This is an optimization exercise on Yosys and OpenROAD, whose aim is small area, a short achievable clock period and few clock cycles, not a production implementation. At most, simulation tests tie the RTL to the original design; equivalence was not proved. The RTL of run 1 was laid out without a check of its function. Power figures rest on the tool's default switching activity, not on a simulated workload.

## flow/design.v (module list and top-level ports; edited modules follow where they fit)
// module mac_sat_21: 919 lines
// module csa_fa: 10 lines
// module csa_ha: 9 lines
// module w21_col_mac_seq: 55 lines
module w21_col_mac_seq (
    input  logic                    clk,
    input  logic                    rst,
    input  logic                    start,
    output logic [ADDR_W-1:0]       adrs_clm,
    input  logic signed [D_W-1:0]   w_in,
    input  logic signed [D_W-1:0]   x_in,
    output logic                    busy,
    output logic                    done,
    output logic signed [D_W-1:0]   result
);
  // ...
==> flow/run.sh <==
#!/bin/bash
# synth_recipe.tcl (not shown) runs the flow's synth.tcl, then flattens the netlist and writes it again
# the make line also repeats each setting of config.mk as NAME=value (left out here)
make -C /OpenROAD-flow-scripts/flow DESIGN_CONFIG=/design/flow/config.mk WORK_HOME=/design/flow/orfs CLKGATE_MAP_FILE= SYNTH_SCRIPT=/design/flow/synth_recipe.tcl finish
==> flow/config.mk <==
export PLATFORM = sky130hd
export DESIGN_NAME = w21_col_mac_seq
export DESIGN_NICKNAME = w21_col_mac_seq
export VERILOG_FILES = /design/flow/design.v
export SDC_FILE = /design/flow/constraint.sdc
export NUM_CORES = 4
export LEC_CHECK = 0
export ABC_CLOCK_PERIOD_IN_PS = 3000
export CAP_MARGIN = 20
export CORE_MARGIN = 2
export CORE_UTILIZATION = 40
export SETUP_SLACK_MARGIN = 5
export SLEW_MARGIN = 20
export SYNTH_HIERARCHICAL = 1
==> flow/constraint.sdc <==
create_clock -name core_clock -period 9.0 [get_ports {clk}]
set_input_delay 1.8000 -clock core_clock [delete_from_list [all_inputs] [get_ports {clk}]]
set_output_delay 1.8000 -clock core_clock [all_outputs]
set_load 0.01 [all_outputs]
==> metrics.yaml, run 1 <==
run_status:
  status: "finished clean"
setup_path:
  end_kind: "flop"
  cpMaxStageDelayCell: "fa_1"
  path_class: "flop to flop"
  rr_endpoint: "u_mac.acc_b[26]"
  cp.arrival_ns: 4.24
  cp_top_family: "adder cells"
  endpoint: "u_mac.acc_b[26]"
  setup.worst_path.start: "u_mac.w_q[10]"
sta:
  hold_viol: 0
  rsz0062_at_grt: "true"
die:
  initial_core_util_pct: 40.5
  die_w_um: 215
cts:
  cts_setup_buffers: 3
  numCtsBuffers: 17
  holdBufCountCts: 0
  clk_latency_ns: 0.48
grt:
  use_met3_pct: 6.02
  track_usage_pct: 23.1
  overflow: 0
  grt_pass1_wl_um: 83600
  use_met2_pct: 34.9
synth:
  synth_cell_types: 70
  synth_xor_area_share_pct: 13.9
  synthAdderAreaFrac_pct: 31.9
  synth-edff-count: 0
  yosys.area_share.simple_pct: 12.5
  synthMuxAreaShare_pct: 0.231
  synth_top_family_by_area: "adder cells"
  ys.flop_type: "dfxtp_1"
  yosysWarnings: 8
pwr:
  power-per-cell-area_nw_per_um2: 453
  p_seq_mw: 1.51
hold_path:
  holdPathEnd: "fin"
  min_from: "last"
finish:
  top_regs: "u_mac.acc_a: 50 flops, u_mac.acc_b: 41 flops"
  clk_share_pct: 3.08
==> run 2, diff against run 1 <==
--- a/flow/design.v
+++ b/flow/design.v
@@ -21,17 +21,17 @@
     logic signed [D_W-1:0] w_q;
     logic [NDIG-1:0] one_q, two_q, neg_q;
     logic [NDIG-1:0] one_d, two_d, neg_d;
     logic [ACC_W-1:0] acc_a;
     logic [TREE_W-1:0] acc_b;
     logic [ACC_W-1:0] nxt_a;
     logic [TREE_W-1:0] nxt_b;
     logic [ACC_W-TREE_W-1:0] up_in;
-    logic [ACC_W-1:0] sum;
+    logic signed [D_W-1:0] res_d;
     logic [D_W:0]     x_ext;
     logic s1;
     logic c2;
     logic s3;
     logic c4;
     logic s5;
     logic c6;
     logic s7;
@@ -907,30 +907,25 @@
     assign nxt_a[39] = s515;
     assign nxt_b[39] = c510;
     assign nxt_a[40] = c516;
     assign nxt_b[40] = s519;
     assign nxt_a[41] = s523;
     assign nxt_b[41] = c520;
     assign up_in = first ? K_UP : acc_a[ACC_W-1:TREE_W];
     assign nxt_a[ACC_W-1:TREE_W] = up_in + 8'(c522) + 8'(c524);
-    assign sum = acc_a + {{(ACC_W-TREE_W){1'b0}}, acc_b};
+    rescale_sat u_rs (.a(acc_a), .b(acc_b), .res(res_d));
     always_ff @(posedge clk) begin
         w_q   <= w_in;
         one_q <= one_d;
         two_q <= two_d;
         neg_q <= neg_d;
         acc_a <= nxt_a;
         acc_b <= nxt_b;
-        if (sum[ACC_W-1] && !(&sum[ACC_W-2:FRAC+D_W-1]))
-            result <= SAT_MIN;
-        else if (!sum[ACC_W-1] && (|sum[ACC_W-2:FRAC+D_W-1]))
-            result <= SAT_MAX;
-        else
-            result <= sum[FRAC+D_W-1:FRAC];
+        result <= res_d;
     end
 endmodule
 module csa_fa (
     input  logic a,
     input  logic b,
     input  logic c,
     output logic s,
     output logic co
@@ -942,16 +937,508 @@
     input  logic a,
     input  logic b,
     output logic s,
     output logic co
 );
     assign s  = a ^ b;
     assign co = a & b;
 endmodule
+module rescale_sat (
+    input  logic [ACC_W-1:0]      a,
+    input  logic [41:0]          b,
+    output logic signed [D_W-1:0] res
+);
+    logic g1;
+    logic p2;
+    logic t3;
+    logic g4;
+    logic p5;
+    logic t6;
+    logic g7;
+    logic p8;
+    logic t9;
+    logic g10;
+    logic p11;
+    logic t12;
+    logic g13;
+    logic p14;
+    logic t15;
+    logic g16;
+    logic p17;
+    logic t18;
+    logic g19;
+    logic p20;
+    logic t21;
+    logic g22;
+    logic p23;
+    logic t24;
+    logic g25;
+    logic p26;
+    logic t27;
+    logic g28;
+    logic p29;
+    logic t30;
+    logic g31;
+    logic p32;
+    logic t33;
+    logic g34;
+    logic p35;
+    logic t36;
+    logic g37;
+    logic p38;
+    logic t39;
+    logic g40;
+    logic p41;
+    logic t42;
+    logic g43;
+    logic p44;
+    logic t45;
+    logic g46;
+    logic p47;
+    logic t48;
+    logic g49;
+    logic p50;
+    logic t51;
+    logic g52;
+    logic p53;
+    logic t54;
+    logic g55;
+    logic p56;
+    logic t57;
+    logic g58;
+    logic p59;
+    logic t60;
+    logic g61;
+    logic p62;
+    logic t63;
+    logic g64;
+    logic p65;
+    logic t66;
+    logic g67;
+    logic p68;
+    logic t69;
+    logic g70;
+    logic p71;
+    logic t72;
+    logic g73;
+    logic p74;
+    logic t75;
+    logic g76;
+    logic p77;
+    logic t78;
+    logic g79;
+    logic p80;
+    logic t81;
+    logic g82;
+    logic p83;
+    logic t84;
+    logic g85;
+    logic p86;
+    logic t87;
+    logic g88;
+    logic p89;
+    logic t90;
+    logic g91;
+    logic p92;
+    logic t93;
+    logic g94;
+    logic p95;
+    logic t96;
+    logic g97;
+    logic p98;
+    logic t99;
+    logic g100;
+    logic p101;
+    logic t102;
+    logic g103;
+    logic p104;
+    logic t105;
+    logic g106;
+    logic p107;
+    logic t108;
+    logic g109;
+    logic p110;
+    logic t111;
+    logic g112;
+    logic p113;
+    logic t114;
+    logic g115;
+    logic p116;
+    logic t117;
+    logic g118;
+    logic p119;
+    logic t120;
+    logic g121;
+    logic p122;
+    logic t123;
+    logic G124;
+    logic P125;
+    logic G126;
+    logic P127;
+    logic G128;
+    logic P129;
+    logic G130;
+    logic P131;
+    logic G132;
+    logic P133;
+    logic G134;
+    logic P135;
+    logic G136;
+    logic P137;
+    logic G138;
+    logic P139;
+    logic G140;
+    logic P141;
+    logic G142;
+    logic P143;
+    logic G144;
+    logic P145;
+    logic G146;
+    logic P147;
+    logic G148;
+    logic P149;
+    logic G150;
+    logic P151;
+    logic G152;
+    logic G153;
+    logic P154;
+    logic G155;
+    logic P156;
+    logic G157;
+    logic P158;
+    logic G159;
+    logic P160;
+    logic G161;
+    logic P162;
+    logic G163;
+    logic P164;
+    logic G165;
+    logic G166;
+    logic P167;
+    logic G168;
+    logic P169;
+    logic G170;
+    logic G171;
+    logic G172;
+    logic G173;
+    logic G174;
+    logic G175;
+    logic G176;
+    logic G177;
+    logic G178;
+    logic G179;
+    logic G180;
+    logic G181;
+    logic G182;
+    logic G183;
+    logic G184;
+    logic G185;
+    logic G186;
+    logic G187;
+    logic G188;
+    logic G189;
+    logic G190;
+    logic G191;
+    logic G192;
+    logic G193;
+    logic G194;
+    logic G195;
+    logic s196;
+    logic s197;
+    logic s198;
+    logic s199;
+    logic s200;
+    logic s201;
+    logic s202;
+    logic s203;
+    logic s204;
+    logic s205;
+    logic s206;
+    logic s207;
+    logic s208;
+    logic s209;
+    logic s210;
+    logic s211;
+    logic s212;
+    logic s213;
+    logic s214;
+    logic s215;
+    logic s216;
+    logic G217;
+    logic P218;
+    logic G219;
+    logic P220;
+    logic G221;
+    logic P222;
+    logic G223;
+    logic P224;
+    logic G225;
+    logic P226;
+    logic G227;
+    logic P228;
+    logic G229;
+    logic P230;
+    logic G231;
+    logic P232;
+    logic G233;
+    logic P234;
+    logic G235;
+    logic P236;
+    logic G237;
+    logic P238;
+    logic cg239;
+    logic sign240;
+    logic zero241;
+    logic ones242;
+    assign g1 = a[1] & b[1];
+    assign p2 = a[1] ^ b[1];
+    assign t3 = a[1] | b[1];
+    assign g4 = a[2] & b[2];
+    assign p5 = a[2] ^ b[2];
+    assign t6 = a[2] | b[2];
+    assign g7 = a[3] & b[3];
+    assign p8 = a[3] ^ b[3];
+    assign t9 = a[3] | b[3];
+    assign g10 = a[4] & b[4];
+    assign p11 = a[4] ^ b[4];
+    assign t12 = a[4] | b[4];
+    assign g13 = a[5] & b[5];
+    assign p14 = a[5] ^ b[5];
+    assign t15 = a[5] | b[5];
+    assign g16 = a[6] & b[6];
+    assign p17 = a[6] ^ b[6];
+    assign t18 = a[6] | b[6];
+    assign g19 = a[7] & b[7];
+    assign p20 = a[7] ^ b[7];
+    assign t21 = a[7] | b[7];
+    assign g22 = a[8] & b[8];
+    assign p23 = a[8] ^ b[8];
+    assign t24 = a[8] | b[8];
+    assign g25 = a[9] & b[9];
+    assign p26 = a[9] ^ b[9];
+    assign t27 = a[9] | b[9];
+    assign g28 = a[10] & b[10];
+    assign p29 = a[10] ^ b[10];
+    assign t30 = a[10] | b[10];
+    assign g31 = a[11] & b[11];
+    assign p32 = a[11] ^ b[11];
+    assign t33 = a[11] | b[11];
+    assign g34 = a[12] & b[12];
+    assign p35 = a[12] ^ b[12];
+    assign t36 = a[12] | b[12];
+    assign g37 = a[13] & b[13];
+    assign p38 = a[13] ^ b[13];
+    assign t39 = a[13] | b[13];
+    assign g40 = a[14] & b[14];
+    assign p41 = a[14] ^ b[14];
+    assign t42 = a[14] | b[14];
+    assign g43 = a[15] & b[15];
+    assign p44 = a[15] ^ b[15];
+    assign t45 = a[15] | b[15];
+    assign g46 = a[16] & b[16];
+    assign p47 = a[16] ^ b[16];
+    assign t48 = a[16] | b[16];
+    assign g49 = a[17] & b[17];
+    assign p50 = a[17] ^ b[17];
+    assign t51 = a[17] | b[17];
+    assign g52 = a[18] & b[18];
+    assign p53 = a[18] ^ b[18];
+    assign t54 = a[18] | b[18];
+    assign g55 = a[19] & b[19];
+    assign p56 = a[19] ^ b[19];
+    assign t57 = a[19] | b[19];
+    assign g58 = a[20] & b[20];
+    assign p59 = a[20] ^ b[20];
+    assign t60 = a[20] | b[20];
+    assign g61 = a[21] & b[21];
+    assign p62 = a[21] ^ b[21];
+    assign t63 = a[21] | b[21];
+    assign g64 = a[22] & b[22];
+    assign p65 = a[22] ^ b[22];
+    assign t66 = a[22] | b[22];
+    assign g67 = a[23] & b[23];
+    assign p68 = a[23] ^ b[23];
+    assign t69 = a[23] | b[23];
+    assign g70 = a[24] & b[24];
+    assign p71 = a[24] ^ b[24];
+    assign t72 = a[24] | b[24];
+    assign g73 = a[25] & b[25];
+    assign p74 = a[25] ^ b[25];
+    assign t75 = a[25] | b[25];
+    assign g76 = a[26] & b[26];
+    assign p77 = a[26] ^ b[26];
+    assign t78 = a[26] | b[26];
+    assign g79 = a[27] & b[27];
+    assign p80 = a[27] ^ b[27];
+    assign t81 = a[27] | b[27];
+    assign g82 = a[28] & b[28];
+    assign p83 = a[28] ^ b[28];
+    assign t84 = a[28] | b[28];
+    assign g85 = a[29] & b[29];
+    assign p86 = a[29] ^ b[29];
+    assign t87 = a[29] | b[29];
+    assign g88 = a[30] & b[30];
+    assign p89 = a[30] ^ b[30];
+    assign t90 = a[30] | b[30];
+    assign g91 = a[31] & b[31];
+    assign p92 = a[31] ^ b[31];
+    assign t93 = a[31] | b[31];
+    assign g94 = a[32] & b[32];
+    assign p95 = a[32] ^ b[32];
+    assign t96 = a[32] | b[32];
+    assign g97 = a[33] & b[33];
+    assign p98 = a[33] ^ b[33];
+    assign t99 = a[33] | b[33];
+    assign g100 = a[34] & b[34];
+    assign p101 = a[34] ^ b[34];
+    assign t102 = a[34] | b[34];
+    assign g103 = a[35] & b[35];
+    assign p104 = a[35] ^ b[35];
+    assign t105 = a[35] | b[35];
+    assign g106 = a[36] & b[36];
+    assign p107 = a[36] ^ b[36];
+    assign t108 = a[36] | b[36];
+    assign g109 = a[37] & b[37];
+    assign p110 = a[37] ^ b[37];
+    assign t111 = a[37] | b[37];
+    assign g112 = a[38] & b[38];
+    assign p113 = a[38] ^ b[38];
+    assign t114 = a[38] | b[38];
+    assign g115 = a[39] & b[39];
+    assign p116 = a[39] ^ b[39];
+    assign t117 = a[39] | b[39];
+    assign g118 = a[40] & b[40];
+    assign p119 = a[40] ^ b[40];
+    assign t120 = a[40] | b[40];
+    assign g121 = a[41] & b[41];
+    assign p122 = a[41] ^ b[41];
+    assign t123 = a[41] | b[41];
+    assign G124 = g7 | (p8 & g4);
+    assign P125 = p8 & p5;
+    assign G126 = g13 | (p14 & g10);
+    assign P127 = p14 & p11;
+    assign G128 = g19 | (p20 & g16);
+    assign P129 = p20 & p17;
+    assign G130 = g25 | (p26 & g22);
+    assign P131 = p26 & p23;
+    assign G132 = g31 | (p32 & g28);
+    assign P133 = p32 & p29;
+    assign G134 = g37 | (p38 & g34);
+    assign P135 = p38 & p35;
+    assign G136 = g43 | (p44 & g40);
+    assign P137 = p44 & p41;
+    assign G138 = g49 | (p50 & g46);
+    assign P139 = p50 & p47;
+    assign G140 = g55 | (p56 & g52);
+    assign P141 = p56 & p53;
+    assign G142 = g61 | (p62 & g58);
+    assign P143 = p62 & p59;
+    assign G144 = g67 | (p68 & g64);
+    assign P145 = p68 & p65;
+    assign G146 = g73 | (p74 & g70);
+    assign P147 = p74 & p71;
+    assign G148 = g79 | (p80 & g76);
+    assign P149 = p80 & p77;
+    assign G150 = g85 | (p86 & g82);
+    assign P151 = p86 & p83;
+    assign G152 = G124 | (P125 & g1);
+    assign G153 = G128 | (P129 & G126);
+    assign P154 = P129 & P127;
+    assign G155 = G132 | (P133 & G130);
+    assign P156 = P133 & P131;
+    assign G157 = G136 | (P137 & G134);
+    assign P158 = P137 & P135;
+    assign G159 = G140 | (P141 & G138);
+    assign P160 = P141 & P139;
+    assign G161 = G144 | (P145 & G142);
+    assign P162 = P145 & P143;
+    assign G163 = G148 | (P149 & G146);
+    assign P164 = P149 & P147;
+    assign G165 = G153 | (P154 & G152);
+    assign G166 = G157 | (P158 & G155);
+    assign P167 = P158 & P156;
+    assign G168 = G161 | (P162 & G159);
+    assign P169 = P162 & P160;
+    assign G170 = G166 | (P167 & G165);
+    assign G171 = G168 | (P169 & G170);
+    assign G172 = G155 | (P156 & G165);
+    assign G173 = G159 | (P160 & G170);
+    assign G174 = G163 | (P164 & G171);
+    assign G175 = G126 | (P127 & G152);
+    assign G176 = G130 | (P131 & G165);
+    assign G177 = G134 | (P135 & G172);
+    assign G178 = G138 | (P139 & G170);
+    assign G179 = G142 | (P143 & G173);
+    assign G180 = G146 | (P147 & G171);
+    assign G181 = G150 | (P151 & G174);
+    assign G182 = g4 | (p5 & g1);
+    assign G183 = g10 | (p11 & G152);
+    assign G184 = g16 | (p17 & G175);
+    assign G185 = g22 | (p23 & G165);
+    assign G186 = g28 | (p29 & G176);
+    assign G187 = g34 | (p35 & G172);
+    assign G188 = g40 | (p41 & G177);
+    assign G189 = g46 | (p47 & G170);
+    assign G190 = g52 | (p53 & G178);
+    assign G191 = g58 | (p59 & G173);
+    assign G192 = g64 | (p65 & G179);
+    assign G193 = g70 | (p71 & G171);
+    assign G194 = g76 | (p77 & G180);
+    assign G195 = g82 | (p83 & G174);
+    assign s196 = p29 ^ G176;
+    assign s197 = p32 ^ G186;
+    assign s198 = p35 ^ G172;
+    assign s199 = p38 ^ G187;
+    assign s200 = p41 ^ G177;
+    assign s201 = p44 ^ G188;
+    assign s202 = p47 ^ G170;
+    assign s203 = p50 ^ G189;
+    assign s204 = p53 ^ G178;
+    assign s205 = p56 ^ G190;
+    assign s206 = p59 ^ G173;
+    assign s207 = p62 ^ G191;
+    assign s208 = p65 ^ G179;
+    assign s209 = p68 ^ G192;
+    assign s210 = p71 ^ G171;
+    assign s211 = p74 ^ G193;
+    assign s212 = p77 ^ G180;
+    assign s213 = p80 ^ G194;
+    assign s214 = p83 ^ G174;
+    assign s215 = p86 ^ G195;
+    assign s216 = p89 ^ G181;
+    assign G217 = g91 | (p92 & g88);
+    assign P218 = p92 & p89;
+    assign G219 = g97 | (p98 & g94);
+    assign P220 = p98 & p95;
+    assign G221 = g103 | (p104 & g100);
+    assign P222 = p104 & p101;
+    assign G223 = g109 | (p110 & g106);
+    assign P224 = p110 & p107;
+    assign G225 = g115 | (p116 & g112);
+    assign P226 = p116 & p113;
+    assign G227 = g121 | (p122 & g118);
+    assign P228 = p122 & p119;
+    assign G229 = G219 | (P220 & G217);
+    assign P230 = P220 & P218;
+    assign G231 = G223 | (P224 & G221);
+    assign P232 = P224 & P222;
+    assign G233 = G227 | (P228 & G225);
+    assign P234 = P228 & P226;
+    assign G235 = G231 | (P232 & G229);
+    assign P236 = P232 & P230;
+    assign G237 = G233 | (P234 & G235);
+    assign P238 = P234 & P236;
+    assign cg239 = G237 | (P238 & G181);
+    assign sign240 = a[49] ^ (cg239 & a[42] & a[43] & a[44] & a[45] & a[46] & a[47] & a[48]);
+    assign zero241 = ~(p89 ^ G181) & ~(p92 ^ t90) & ~(p95 ^ t93) & ~(p98 ^ t96) & ~(p101 ^ t99) & ~(p104 ^ t102) & ~(p107 ^ t105) & ~(p110 ^ t108) & ~(p113 ^ t111) & ~(p116 ^ t114) & ~(p119 ^ t117) & ~(p122 ^ t120) & ~(a[42] ^ t123) & ~(a[43] ^ a[42]) & ~(a[44] ^ a[43]) & ~(a[45] ^ a[44]) & ~(a[46] ^ a[45]) & ~(a[47] ^ a[46]) & ~(a[48] ^ a[47]) & ~(a[49] ^ a[48]);
+    assign ones242 = (p89 ^ G181) & (p92 ^ g88) & (p95 ^ g91) & (p98 ^ g94) & (p101 ^ g97) & (p104 ^ g100) & (p107 ^ g103) & (p110 ^ g106) & (p113 ^ g109) & (p116 ^ g112) & (p119 ^ g115) & (p122 ^ g118) & (a[42] ^ g121) & (a[43] ^ 1'b0) & (a[44] ^ 1'b0) & (a[45] ^ 1'b0) & (a[46] ^ 1'b0) & (a[47] ^ 1'b0) & (a[48] ^ 1'b0) & (a[49] ^ 1'b0);
+    assign res = (zero241 | ones242) ? {s216, s215, s214, s213, s212, s211, s210, s209, s208, s207, s206, s205, s204, s203, s202, s201, s200, s199, s198, s197, s196} :
+                 sign240 ? SAT_MIN : SAT_MAX;
+endmodule
 import w21_col_mac_seq_pkg::*;
 module w21_col_mac_seq (
     input  logic                    clk,
     input  logic                    rst,
     input  logic                    start,
     output logic [ADDR_W-1:0]       adrs_clm,
     input  logic signed [D_W-1:0]   w_in,
     input  logic signed [D_W-1:0]   x_in,
==> flow/config.mk (replaced) <==
export PLATFORM = sky130hd
export DESIGN_NAME = w21_col_mac_seq
export DESIGN_NICKNAME = w21_col_mac_seq
export VERILOG_FILES = /design/flow/design.v
export SDC_FILE = /design/flow/constraint.sdc
export NUM_CORES = 4
export LEC_CHECK = 0
export ABC_CLOCK_PERIOD_IN_PS = 3000
export CAP_MARGIN = 20
export CORE_MARGIN = 2
export CORE_UTILIZATION = 60
export CTS_BUF_LIST = sky130_fd_sc_hd__clkbuf_4 sky130_fd_sc_hd__clkbuf_8
export SETUP_SLACK_MARGIN = 5
export SLEW_MARGIN = 20
export SYNTH_HIERARCHICAL = 1
==> run 2 against run 1 <==
Setup slack worse by 0.036 ns. Still clean. Worst hold slack better by 0.0039 ns. Via count down 17%. Synthesized area is 6.2% lower. Global-route usage grew 7.6 points. Combinational power decreased by 23%. Maximum frequency fell by 0.93%. Non-clock buffer count up 5. First-iteration DRC count decreased by 24%. Final cell count down 19%. Design area fell by 7.1%.
==> metrics.yaml, run 2 <==
die:
  die-area_um2: 29300  # was 46400 um^2
  core_area_um2: 27600  # was 44200 um^2
  ioPinCount: 77  # unchanged
  die_h_um: 171  # was 215 um
  die_w_um: 171  # was 215 um
  num_rows: 61  # was 77
  initial_core_util_pct: 60.7  # was 40.5%
sta:
  setup_tns_ns: 0  # unchanged
  hold_viol: 0  # unchanged
  tightest_slew_ns: 0.909  # was 0.667 ns
  setup_viol: 0  # unchanged
  fin_crit_ns: 3.92  # was 3.88 ns
  slew_headroom_pct: 39.4  # was 55.0%
  slew_viol_final: 0  # unchanged
  fin_crit_sh_pct: 43.5  # was 43.1%
  fin_worst_skew_ns: 0.0203  # was 0.0139 ns
  rsz0062_at_grt: "false"  # was true
  timing.fmax_mhz: 255  # was 258 MHz
flow_run:
  max_cap_violations: 0  # unchanged
finish:
  top_regs: "u_mac.acc_a: 50 flops, u_mac.acc_b: 41 flops"  # unchanged
  final_util_pct: 67.0  # was 45.0%
  most-common-layout-cells: "fa_1, xnor2_1, a22oi_1"  # was xnor2_1, fa_1, a22oi_1
  area_delta_synth_final_pct: 10.3  # was 11.4%
  layout_commonest_cell: "fa_1"
  finalInstanceArea_um2: 18500  # was 19900 um^2
  nets: 1914  # was 2120
  regMostFlops: "u_mac.acc_a"  # unchanged
  fill_cells: 2231  # was 4208
  diodes: 0  # unchanged
  layout-drive-gt1-share_pct: 8.91  # was 8.03%
  largest_register_ffs: 50  # unchanged
pwr:
  ir_drop_mv: 0.206  # was 0.198 mV
  power-per-cell-area_nw_per_um2: 394  # was 453 nW/um^2
  p_leak_nw: 7.07  # was 7.31 nW
synth:
  postSynthAreaPerCell_um2: 11.0  # was 9.94 um^2
  syn_area_um2: 16800  # was 17900 um^2
  synthCells: 1525  # was 1800
  yosysWarnings: 8  # unchanged
  synth_nets: 1903  # was 2150
cts:
  cts_tree: "done"  # unchanged
  h-tree-depth: 4  # unchanged
  cts.sinks: 179  # unchanged
  numCtsBuffers: 17  # unchanged
  clk_latency_ns: 0.51  # was 0.48 ns
  clockBufferDepth: 2  # unchanged
  clkTransAtPathRegs_ns: 0.11  # was 0.07 ns
  root_buffer: "clkbuf_8"  # was clkbuf_16
run_status:
  status: "finished clean"  # unchanged
hold_path:
  min_from: "last"  # unchanged
  worstHoldPathType: "flop to flop"  # unchanged
setup_path:
  path_class: "flop to flop"  # unchanged
  cp_cell_sequence: "a22oi_1 > xnor2_1 > fa_2 > fa_1 > fa_2 > fa_1 > fa_1 > fa_1 > fa_1"  # was buf_8 > a22oi_1 > xnor2_1 > fa_1 > fa_2 > fa_2 > fa_1 > fa_1 > fa_2 > fa_1
  slowest_delay_ns: 0.52  # was 0.48 ns
  setup.worst_path.start: "u_mac.w_q[10]"  # unchanged
  start_kind: "flop"  # unchanged
  r2r_start: "u_mac.w_q[10]"  # unchanged
  end_kind: "flop"  # unchanged
  cp.arrival_ns: 4.30  # was 4.24 ns
  cpMaxStageDelayCell: "dfxtp_4"  # was fa_1
  critPathMaxFanout: 21  # unchanged
  critPathMostFrequentCell: "fa_1"  # unchanged
  required_ns: 9.39  # was 9.36 ns
detailed_routing:
  viasPerCell: 6.00  # was 5.89
  firstDrtPassIters: 8  # was 6
  vias: 11600  # was 14000
  drt-total-wl_um: 42900  # was 53200 um
  wl_per_cell_um: 22.3  # was 22.4 um
  final_antenna_net_count: 0  # unchanged
  drt-initial-drc-count: 1105  # was 1454
  drcViolationCount: 0  # unchanged
place:
  dpl.hpwl_um: 30500  # was 37600 um
  placed_area_um2: 17600  # was 18900 um^2
  gp_congestion: 0.880  # was 0.899
  placement.io_buffers: 76  # unchanged
grt:
  top_usage_layer: "met1"  # was met2
  use_met2_pct: 42.7  # was 34.9%
  met1_usage_pct: 47.4  # was 32.4%
  grt_pass1_wl_um: 67900  # was 83600 um
  track_usage_pct: 30.7  # was 23.1%
  use_met3_pct: 8.42  # was 6.02%
  grt_max_degree: 29  # was 40
  overflow: 0  # unchanged
  grt_pass1_vias: 11800  # was 14500
  antenna_found_initial: 0  # unchanged
[run 2: per-stage QoR]
stage	total power [mW]	worst slack, ns	instances	hold slack, ns
after CTS	7.32	5.00	1920	0.466
after floorplan	5.26	5.02	1525	0.420
final	7.29	5.08	1927	0.459
after detailed placement	6.70	4.13	1871	0.441
after global routing	8.28	5.00	1927	0.482
after global placement	6.44	4.22	1871	0.434
[run 2: layout make-up]
cell class	count	area [um^2]	area share, %
multi-input combinational	1161	12400	66.8
sequential	179	3770	20.4
timing repair buffer	125	1290	6.98
tap	378	473	2.56
clock buffer	18	248	1.34
inverter	52	195	1.06
clock inverter	14	163	0.879
[run 2: final timing paths]
path	endpoint	cells past startpoint	slack [ns]
min reg2reg	fin	0	0.46
min	fin	0	0.46
max	u_mac.acc_b[26]	9	5.08
min in group asynchronous	addr[8]	2	1.61
max in group asynchronous	first	2	6.99
max reg2reg	u_mac.acc_b[26]	9	5.08
[run 2: worst max-delay path, delay by kind of cell, from the launching register on]
kind	cells	cell delay, ns
fa+ha+maj	7	2.94
flops	1	0.52
xor+xnor	1	0.17
compound gates	1	0.15
[run 2: report_power, final]
part / internal, mW / switching [mW] / total, mW
sequential: 1.23 / 0.301 / 1.53
combinational: 2.48 / 2.70 / 5.18
clock: 0.241 / 0.338 / 0.579
[run 2: timing repair]
action / in CTS / in global routing
hold buffers: 0 / 0
pin swaps: 0 / 0
setup buffers: 16 / 5
cloned: 1 / 2
resized for setup: 69 / 23
setup endpoints to repair: 34 / 4
[run 2: metal layers]
metal	vias up	wire length (um)	share of wire, %
met2	552	18400	43
li1	5149	-	-
met4	0	621	1.4
met3	42	3750	8.7
met1	5813	20100	47
met5	-	0	0
Testbench counts of run 2, summed over its fixed seeds: cycles 14,504.
==> run 3, diff against run 2 <==
--- a/flow/config.mk
+++ b/flow/config.mk
@@ -9,6 +9,5 @@
 export CAP_MARGIN = 20
 export CORE_MARGIN = 2
-export CORE_UTILIZATION = 60
-export CTS_BUF_LIST = sky130_fd_sc_hd__clkbuf_4 sky130_fd_sc_hd__clkbuf_8
+export CORE_UTILIZATION = 40
 export SETUP_SLACK_MARGIN = 5
 export SLEW_MARGIN = 20
==> run 3 against run 2 <==
Still clean. Total power grew 1.2%. Critical path depth increased by 1. Routed wire length grew 1.7%. Synthesized area unchanged. Clock-buffer cell count rose by 2. Synthesized cell count unchanged. Sequential power barely moved.
==> metrics.yaml, run 3 <==
run_status:
  status: "finished clean"  # unchanged
grt:
  antenna_found_initial: 0  # unchanged
  overflow: 0  # unchanged
  grt_pass1_wl_um: 69000  # was 67900 um
  grt_pass1_vias: 12100  # was 11800
  grt_max_degree: 54  # was 29
  track_usage_pct: 20.5  # was 30.7%
pwr:
  power-per-cell-area_nw_per_um2: 393  # was 394 nW/um^2
  ir_drop_mv: 0.220  # was 0.206 mV
  p_leak_nw: 7.12  # was 7.07 nW
  p_total_mw: 7.38  # was 7.29 mW
setup_path:
  r2r_start: "u_mac.w_q[16]"  # was u_mac.w_q[10]
  r2r.worst_path.cells: 10  # was 9
  end_kind: "flop"  # unchanged
  path_class: "flop to flop"  # unchanged
  rr_endpoint: "u_mac.acc_b[22]"  # was u_mac.acc_b[26]
  start_kind: "flop"  # unchanged
  required_ns: 9.33  # was 9.39 ns
  critPathMaxFanout: 20  # was 21
  cp.arrival_ns: 4.24  # was 4.30 ns
  rrSetupSlack_ns: 5.10  # was 5.08 ns
place:
  dpl.hpwl_um: 32700  # was 30500 um
  dp.cells: 2042  # was 1871
  placed_area_um2: 17900  # was 17600 um^2
  gp_congestion: 0.845  # was 0.880
  pre_cts_ws_ns: 4.47  # was 4.13 ns
  placement.io_buffers: 76  # unchanged
finish:
  most-common-layout-cells: "fa_1, xnor2_1, a22oi_1"  # unchanged
  multi_input_comb_area_um2: 12400  # about the same
  largest_register_ffs: 50  # unchanged
  regMostFlops: "u_mac.acc_a"  # unchanged
  layout_commonest_cell: "fa_1"  # unchanged
  final_util_pct: 45.1  # was 67.0%
  diodes: 0  # unchanged
  area_delta_synth_final_pct: 12.0  # was 10.3%
  seqCellArea_um2: 3720  # was 3770 um^2
  finalInstanceArea_um2: 18800  # was 18500 um^2
  top_regs: "u_mac.acc_a: 50 flops, u_mac.acc_b: 41 flops"  # unchanged
  layout-drive-gt1-share_pct: 8.03  # was 8.91%
  nets: 1909  # was 1914
  fill_cells: 3925  # was 2231
  finalNonFillerCells: 2083  # was 1927
sta:
  fin_crit_ns: 3.90  # was 3.92 ns
  slew_headroom_pct: 31.4  # was 39.4%
  setup_viol: 0  # unchanged
  timing.fmax_mhz: 256  # was 255 MHz
  hold_viol: 0  # unchanged
  slew_viol_final: 0  # unchanged
  tightest_slew_ns: 1.03  # was 0.909 ns
  final.setup.worst_slack_ns: 5.10  # was 5.08 ns
  setup_tns_ns: 0  # unchanged
  rsz0062_at_grt: "true"  # was false
  holdWs_ns: 0.451  # was 0.459 ns
  fin_crit_sh_pct: 43.4  # was 43.5%
  fin_worst_skew_ns: 0.0110  # was 0.0203 ns
detailed_routing:
  drcViolationCount: 0  # unchanged
  drt-initial-drc-count: 807  # was 1105
  drt-total-wl_um: 43600  # was 42900 um
  firstDrtPassIters: 5  # was 8
  vias: 11300  # was 11600
  viasPerCell: 5.43  # was 6.00
  wl_per_cell_um: 20.9  # was 22.3 um
  final_antenna_net_count: 0  # unchanged
die:
  core_area_um2: 41700  # was 27600 um^2
  die-area_um2: 43600  # was 29300 um^2
  ioPinCount: 77  # unchanged
  num_rows: 75  # was 61
  die_h_um: 209  # was 171 um
  die_w_um: 209  # was 171 um
  initial_core_util_pct: 40.3  # was 60.7%
hold_path:
  min_from: "last"  # unchanged
  hold_depth: 0  # unchanged
  worstHoldPathType: "flop to flop"  # unchanged
  holdPathEnd: "fin"  # unchanged
cts:
  holdBufCountCts: 0  # unchanged
  clockBufferDepth: 2  # unchanged
  numCtsBuffers: 17  # unchanged
  h-tree-depth: 4  # unchanged
  root_buffer: "clkbuf_16"  # was clkbuf_8
  clk_latency_ns: 0.45  # was 0.51 ns
  cts_tree: "done"  # unchanged
  clkTransAtPathRegs_ns: 0.07  # was 0.11 ns
  cts.sinks: 179  # unchanged
synth:
  yosysWarnings: 8  # unchanged
  synth_nets: 1903  # unchanged
  synthCells: 1525  # unchanged
  syn_area_um2: 16800  # unchanged
  postSynthAreaPerCell_um2: 11.0  # unchanged
flow_run:
  max_cap_violations: 0  # unchanged
[run 3: power by group]
group | switching (mW) | internal (mW)
sequential | 0.269 | 1.23
combinational | 2.68 | 2.48
clock | 0.343 | 0.374
[run 3: area by class of cell]
| type | count | share of cell area [%] |
|---|---|---|
| flip-flops and latches | 179 | 19.8 |
| repair buffers | 120 | 6.69 |
| clock inverters | 12 | 0.519 |
| inverters | 52 | 1.04 |
| well taps | 539 | 3.59 |
| clock buffers | 20 | 2.43 |
| multi-input cells | 1161 | 65.9 |
[run 3: how the worst max path moves through the flow]
stage / from / to / slack, ns / cells after the start
floorplan: u_mac.neg_q[1] / u_mac.acc_b[26] / 5.02 / 10
CTS: u_mac.w_q[17] / u_mac.acc_b[26] / 5.01 / 9
finish: u_mac.w_q[16] / u_mac.acc_b[22] / 5.10 / 10
global placement: u_mac.two_q[4] / u_mac.acc_b[26] / 4.53 / 9
global route: u_mac.w_q[16] / u_mac.acc_b[22] / 4.97 / 10
detailed placement: u_mac.two_q[4] / u_mac.acc_b[26] / 4.47 / 9
[run 3: repair_timing]
| action | in CTS | in global routing |
|---|---|---|
| cloned | 0 | 3 |
| resized for setup | 63 | 11 |
| pin swaps | 0 | 1 |
| endpoints found under the setup margin | 18 | 7 |
| buffers inserted | 2 | 4 |
[run 3: worst max-delay path, cell delays in order, from the launching register on]
cell	delay, ns
dfxtp_2	0.34
buf_12	0.15
a22oi_1	0.29
xnor2_1	0.19
fa_1	0.41
fa_1	0.43
fa_1	0.41
fa_1	0.40
fa_1	0.49
fa_1	0.38
ha_1	0.28
[run 3: routing by layer]
layer,global-route usage [%],routed length [um],up-vias
li1,-,-,5126
met1,26.7,18600,5814
met2,34.4,21600,308
met3,3.56,2100,64
met4,7.09,1340,0
met5,0,0,-

## afterwards: timing with drivers on the ports
Ports are ideal in the flow. The routed layouts listed here were re-timed in OpenROAD. Step 1 assumes that a clkbuf_16 drives the clock port and a buf_2 every other input. Step 2 adds t to the input delays and takes it off the output delays; t is the mean of the earliest and latest rising clock arrival at the registers after step 1. Input paths then give back, and output paths get back, about the clock's delay inside the block. Slacks: ideal / step 1 / step 2; pairs: ideal / step 1.
run	t (ns)	setup WS [ns]	worst data-port slew with drivers (ns)
run 1	0.533	5.121 / 5.121 / 5.121	0.05
run 2	0.557	5.085 / 5.085 / 5.085	0.04
run 3	0.502	5.096 / 5.096 / 5.096	0.05
After both steps every run listed still meets setup and hold.
